This design comes from an exercise in tuning for small area, a short achievable clock period and few clock cycles per item on the open sky130 flow, not from production work. RTL that was checked went through simulation tests only; none was proved equivalent to the original. No activity file was given, so power comes from the tool's default toggle rates.

==> job 6700 <==
// pe_top
module pe_top (
    input  logic                      clk,
    input  logic                      rstn,
    input  logic [pe_pkg::CFG_W-1:0]  filter_size,
    input  logic                      iact_write_en,
    input  logic [pe_pkg::DATA_W-1:0] data_iact_in,
    output logic                      iact_ready,
    input  logic                      weight_write_en,
    input  logic [pe_pkg::DATA_W-1:0] data_weight_in,
    output logic                      weight_ready,
    input  logic                      psum_write_en,
    input  logic [pe_pkg::DATA_W-1:0] data_psum_in,
    output logic                      psum_ready,
    input  logic                      psum_read_en,
    output logic [pe_pkg::DATA_W-1:0] data_psum_out,
    output logic                      psum_out_valid
);
    logic [15:0] a_r, p_r;
    logic [7:0]  neg_r, one_r, two_r;    
    logic        va, vb, vp;
    logic [16:0] w_ext;
    logic [7:0]  w_neg, w_one, w_two;
    assign w_ext = {data_weight_in, 1'b0};
    always_comb begin
        for (int k = 0; k < 8; k++) begin
            w_neg[k] = w_ext[2*k+2];
            w_one[k] = w_ext[2*k+1] ^ w_ext[2*k];
            w_two[k] = (w_ext[2*k+2] & ~w_ext[2*k+1] & ~w_ext[2*k])
                     | (~w_ext[2*k+2] & w_ext[2*k+1] & w_ext[2*k]);
        end
    end
    logic        first_r;      
    logic [3:0]  rem;          
    logic        last_r;       
    logic        v2;           
    logic        first2;       
    logic        last2;        
    logic        out_v;        
    logic        en_r;         
    logic        prdy_r;       
    logic        rst_q;        
    logic        fire;
    assign fire   = va && vb && en_r;
    assign iact_ready   = !va || fire;
    assign weight_ready = !vb || fire;
    assign psum_ready   = prdy_r;
    always_ff @(posedge clk) begin
        if (iact_ready)   a_r <= data_iact_in;
        if (weight_ready) begin
            neg_r <= w_neg;
            one_r <= w_one;
            two_r <= w_two;
        end
        if (psum_ready)   p_r <= data_psum_in;
    end
    logic        va_n, vb_n, vp_n, first_n, last_n, out_v_n, en_n;
    logic [3:0]  rem_n;
    logic [3:0]  fs_m1;
    assign fs_m1   = filter_size[3:0] - 4'd1;
    assign va_n    = iact_ready   ? iact_write_en   : va;
  ...
==> module pe_top, before the edit <==
module pe_top (
    input  logic                      clk,
    input  logic                      rstn,
    input  logic [pe_pkg::CFG_W-1:0]  filter_size,
    input  logic                      iact_write_en,
    input  logic [pe_pkg::DATA_W-1:0] data_iact_in,
    output logic                      iact_ready,
    input  logic                      weight_write_en,
    input  logic [pe_pkg::DATA_W-1:0] data_weight_in,
    output logic                      weight_ready,
    input  logic                      psum_write_en,
    input  logic [pe_pkg::DATA_W-1:0] data_psum_in,
    output logic                      psum_ready,
    input  logic                      psum_read_en,
    output logic [pe_pkg::DATA_W-1:0] data_psum_out,
    output logic                      psum_out_valid
);
    logic [15:0] a_r, p_r;
    logic [7:0]  neg_r, one_r, two_r;    
    logic        va, vb, vp;
    logic [16:0] w_ext;
    logic [7:0]  w_neg, w_one, w_two;
    assign w_ext = {data_weight_in, 1'b0};
    always_comb begin
        for (int k = 0; k < 8; k++) begin
            w_neg[k] = w_ext[2*k+2];
            w_one[k] = w_ext[2*k+1] ^ w_ext[2*k];
            w_two[k] = (w_ext[2*k+2] & ~w_ext[2*k+1] & ~w_ext[2*k])
                     | (~w_ext[2*k+2] & w_ext[2*k+1] & w_ext[2*k]);
        end
    end
    logic        first_r;      
    logic [3:0]  rem;          
    logic        last_r;       
    logic        v2;           
    logic        first2;       
    logic        last2;        
    logic        out_v;        
    logic        en_r;         
    logic        prdy_r;       
    logic        rst_q;        
    logic        fire;
    assign fire   = va && vb && en_r;
    assign iact_ready   = !va || fire;
    assign weight_ready = !vb || fire;
    assign psum_ready   = prdy_r;
    always_ff @(posedge clk) begin
        if (iact_ready)   a_r <= data_iact_in;
        if (weight_ready) begin
            neg_r <= w_neg;
            one_r <= w_one;
            two_r <= w_two;
        end
        if (psum_ready)   p_r <= data_psum_in;
    end
    logic        va_n, vb_n, vp_n, first_n, last_n, out_v_n, en_n;
    logic [3:0]  rem_n;
    logic [3:0]  fs_m1;
    assign fs_m1   = filter_size[3:0] - 4'd1;
    assign va_n    = iact_ready   ? iact_write_en   : va;
    assign vb_n    = weight_ready ? weight_write_en : vb;
    assign vp_n    = psum_ready   ? psum_write_en   : vp;
    assign first_n = fire ? last_r : first_r;
    assign rem_n   = first_n ? fs_m1 : (fire ? rem - 4'd1 : rem);
    assign last_n  = first_n ? (filter_size[3:0] == 4'd1)
                             : (rem == (fire ? 4'd1 : 4'd0));
    assign out_v_n = (v2 && last2) || (out_v && !psum_read_en);
    assign en_n    = (!first_n || (vp_n && !(fire && first_r)))
                     && (!last_n || (!out_v_n && !(fire && last_r)));
    always_ff @(posedge clk) begin
        if (!rstn) begin
            va      <= 1'b0;
            vb      <= 1'b0;
            vp      <= 1'b0;
            first_r <= 1'b1;
            v2      <= 1'b0;
            out_v   <= 1'b0;
            en_r    <= 1'b0;
            prdy_r  <= 1'b1;
        end else begin
            va      <= va_n;
            vb      <= vb_n;
            vp      <= vp_n;
            first_r <= first_n;
            v2      <= fire;
            out_v   <= out_v_n;
            en_r    <= en_n;
            prdy_r  <= !vp_n || (fire && first_r);
        end
    end
    always_ff @(posedge clk) begin
        rst_q  <= !rstn;
        rem    <= rem_n;
        last_r <= last_n;
    end
    logic [15:0] acc, out_r;
    logic [15:0] sum;
    logic [15:0] acc_s, acc_c;
    mac_core mac (
        .clk (clk),
        .a   (a_r),
        .neg (neg_r),
        .one (one_r),
        .two (two_r),
        .x   (first_r ? p_r : 16'd0),
        .acc (acc),
        .s   (acc_s),
        .c   (acc_c)
    );
    always_ff @(posedge clk) begin
        if (fire) begin
            first2 <= first_r;
            last2  <= last_r;
        end
    end
    assign sum = acc_s + acc_c;
    always_ff @(posedge clk) begin
        if (rst_q || (v2 && last2))
            acc <= '0;
        else if (v2)
            acc <= sum;
        if (v2 && last2)
            out_r <= sum;
    end
    assign psum_out_valid = out_v;
    assign data_psum_out  = out_r;
endmodule
export LEC_CHECK = 0
export CAP_MARGIN = 20
export CORE_MARGIN = 2
export CORE_UTILIZATION = 40
export CTS_BUF_LIST = sky130_fd_sc_hd__clkbuf_4
export SETUP_SLACK_MARGIN = 4.0
export SLEW_MARGIN = 20
create_clock -name core_clock -period 7.0 [get_ports {clk}]
standard.sh (not shown) runs the stock make flow with config.mk's settings and CLKGATE_MAP_FILE= SYNTH_SCRIPT=/design/flow/synth_recipe.tcl, a recipe that flattens the netlist after the stock synthesis.
==> flow/flow/run.sh <==
#!/bin/bash
set -euo pipefail
export BUFFER_PORTS_ARGS="-buffer_cell sky130_fd_sc_hd__buf_1"
bash standard.sh finish > standard.log 2>&1
==> job 9217: changes against job 6700 <==
--- a/flow/design.v
+++ b/flow/design.v
@@ -333,11 +333,13 @@
     logic        out_v;        
     logic        en_r;         
     logic        prdy_r;       
+    logic        rdy_a_r;      
+    logic        rdy_b_r;      
     logic        rst_q;        
     logic        fire;
     assign fire   = va && vb && en_r;
-    assign iact_ready   = !va || fire;
-    assign weight_ready = !vb || fire;
+    assign iact_ready   = rdy_a_r;
+    assign weight_ready = rdy_b_r;
     assign psum_ready   = prdy_r;
     always_ff @(posedge clk) begin
         if (iact_ready)   a_r <= data_iact_in;
@@ -372,6 +374,8 @@
             out_v   <= 1'b0;
             en_r    <= 1'b0;
             prdy_r  <= 1'b1;
+            rdy_a_r <= 1'b1;
+            rdy_b_r <= 1'b1;
         end else begin
             va      <= va_n;
             vb      <= vb_n;
@@ -381,6 +385,8 @@
             out_v   <= out_v_n;
             en_r    <= en_n;
             prdy_r  <= !vp_n || (fire && first_r);
+            rdy_a_r <= !va_n || (vb_n && en_n);
+            rdy_b_r <= !vb_n || (va_n && en_n);
         end
     end
     always_ff @(posedge clk) begin
==> flow/flow/run.sh (replaced) <==
#!/bin/bash
set -euo pipefail
export BUFFER_PORTS_ARGS="-buffer_cell sky130_fd_sc_hd__buf_1"
export CTS_ARGS="-sink_clustering_enable -repair_clock_nets -buf_list sky130_fd_sc_hd__clkbuf_8 -dont_use_dummy_load"
export SKIP_LAST_GASP="1"
bash standard.sh finish > standard.log 2>&1
CTS_BUF_LIST = not set   (was sky130_fd_sc_hd__clkbuf_4)
SETUP_SLACK_MARGIN = 4.1   (was 4.0)
==> job 8950: changes against job 6700 <==
--- a/flow/design.v
+++ b/flow/design.v
@@ -333,11 +333,13 @@
     logic        out_v;        
     logic        en_r;         
     logic        prdy_r;       
+    logic        rdy_a_r;      
+    logic        rdy_b_r;      
     logic        rst_q;        
     logic        fire;
     assign fire   = va && vb && en_r;
-    assign iact_ready   = !va || fire;
-    assign weight_ready = !vb || fire;
+    assign iact_ready   = rdy_a_r;
+    assign weight_ready = rdy_b_r;
     assign psum_ready   = prdy_r;
     always_ff @(posedge clk) begin
         if (iact_ready)   a_r <= data_iact_in;
@@ -372,6 +374,8 @@
             out_v   <= 1'b0;
             en_r    <= 1'b0;
             prdy_r  <= 1'b1;
+            rdy_a_r <= 1'b1;
+            rdy_b_r <= 1'b1;
         end else begin
             va      <= va_n;
             vb      <= vb_n;
@@ -381,6 +385,8 @@
             out_v   <= out_v_n;
             en_r    <= en_n;
             prdy_r  <= !vp_n || (fire && first_r);
+            rdy_a_r <= !va_n || (vb_n && en_n);
+            rdy_b_r <= !vb_n || (va_n && en_n);
         end
     end
     always_ff @(posedge clk) begin
==> flow/flow/run.sh (replaced) <==
#!/bin/bash
set -euo pipefail
export BUFFER_PORTS_ARGS="-buffer_cell sky130_fd_sc_hd__buf_1"
export CTS_ARGS="-sink_clustering_enable -repair_clock_nets -buf_list sky130_fd_sc_hd__clkbuf_8 -dont_use_dummy_load"
bash standard.sh finish > standard.log 2>&1
CTS_BUF_LIST = not set   (was sky130_fd_sc_hd__clkbuf_4)
GPL_TIMING_DRIVEN = 0   (was not set)
==> comparison <==
- Against job 9217, the sequential share of layout area of job 6700 is lower by 0.42 points.
- Against job 6700, the final cell count of job 8950 is higher by 0.94%.
- Global-route usage, lowest first: job 9217, job 6700, job 8950.
- Die area is the same in job 9217 and job 8950.
- The lowest clock power belongs to job 9217, the highest to job 6700.
- The lowest hold slack belongs to job 8950, the highest to job 6700.
- In flip-flop and latch count, job 9217 and job 8950 do not differ.
- The lowest design area belongs to job 8950, the highest to job 6700.
- In sequential power, job 6700 and job 8950 hardly differ.
- Of job 8950 and job 9217, job 9217 has the higher core utilization (gap 0.15 points).
- In job 9217 the first-iteration DRC count is larger than in job 6700, by about 0.7%.
Testbench counts of job 9217, summed over its fixed seeds: cycles 18,441, rows 2,394.
Testbench counts of job 8950, summed over its fixed seeds: cycles 18,441, rows 2,394.
The RTL of job 6700 was laid out without a check of its function.

==> port drivers added, routing unchanged <==
No port has a modelled driver above. Below, the same layouts with a new extraction and two added sets of constraints. Step 1 assumes that a clkbuf_16 drives the clock port and a buf_2 every other input. Step 2 also shifts input and output timing later by t, the mid clock arrival at the registers, as if the neighbouring blocks saw the same clock. Three values: ideal, step 1, step 2; two values: the first two.
run | shift t [ns] | slack for setup (ns) | worst hold slack (ns) | worst setup path at the end
job 6700 | 0.604 | 4.121 / 4.077 / 4.145 | 0.497 / 0.497 / 0.497 | register to register
job 9217 | 0.476 | 4.206 / 4.206 / 3.919 | 0.488 / 0.488 / 0.488 | input to register
job 8950 | 0.479 | 4.111 / 4.111 / 3.908 | 0.487 / 0.487 / 0.487 | input to register
After both steps every run listed still meets setup and hold. For job 9217, which loses most, drivers alone change the setup slack by 0.000 ns; drivers and shift together by -0.287 ns.
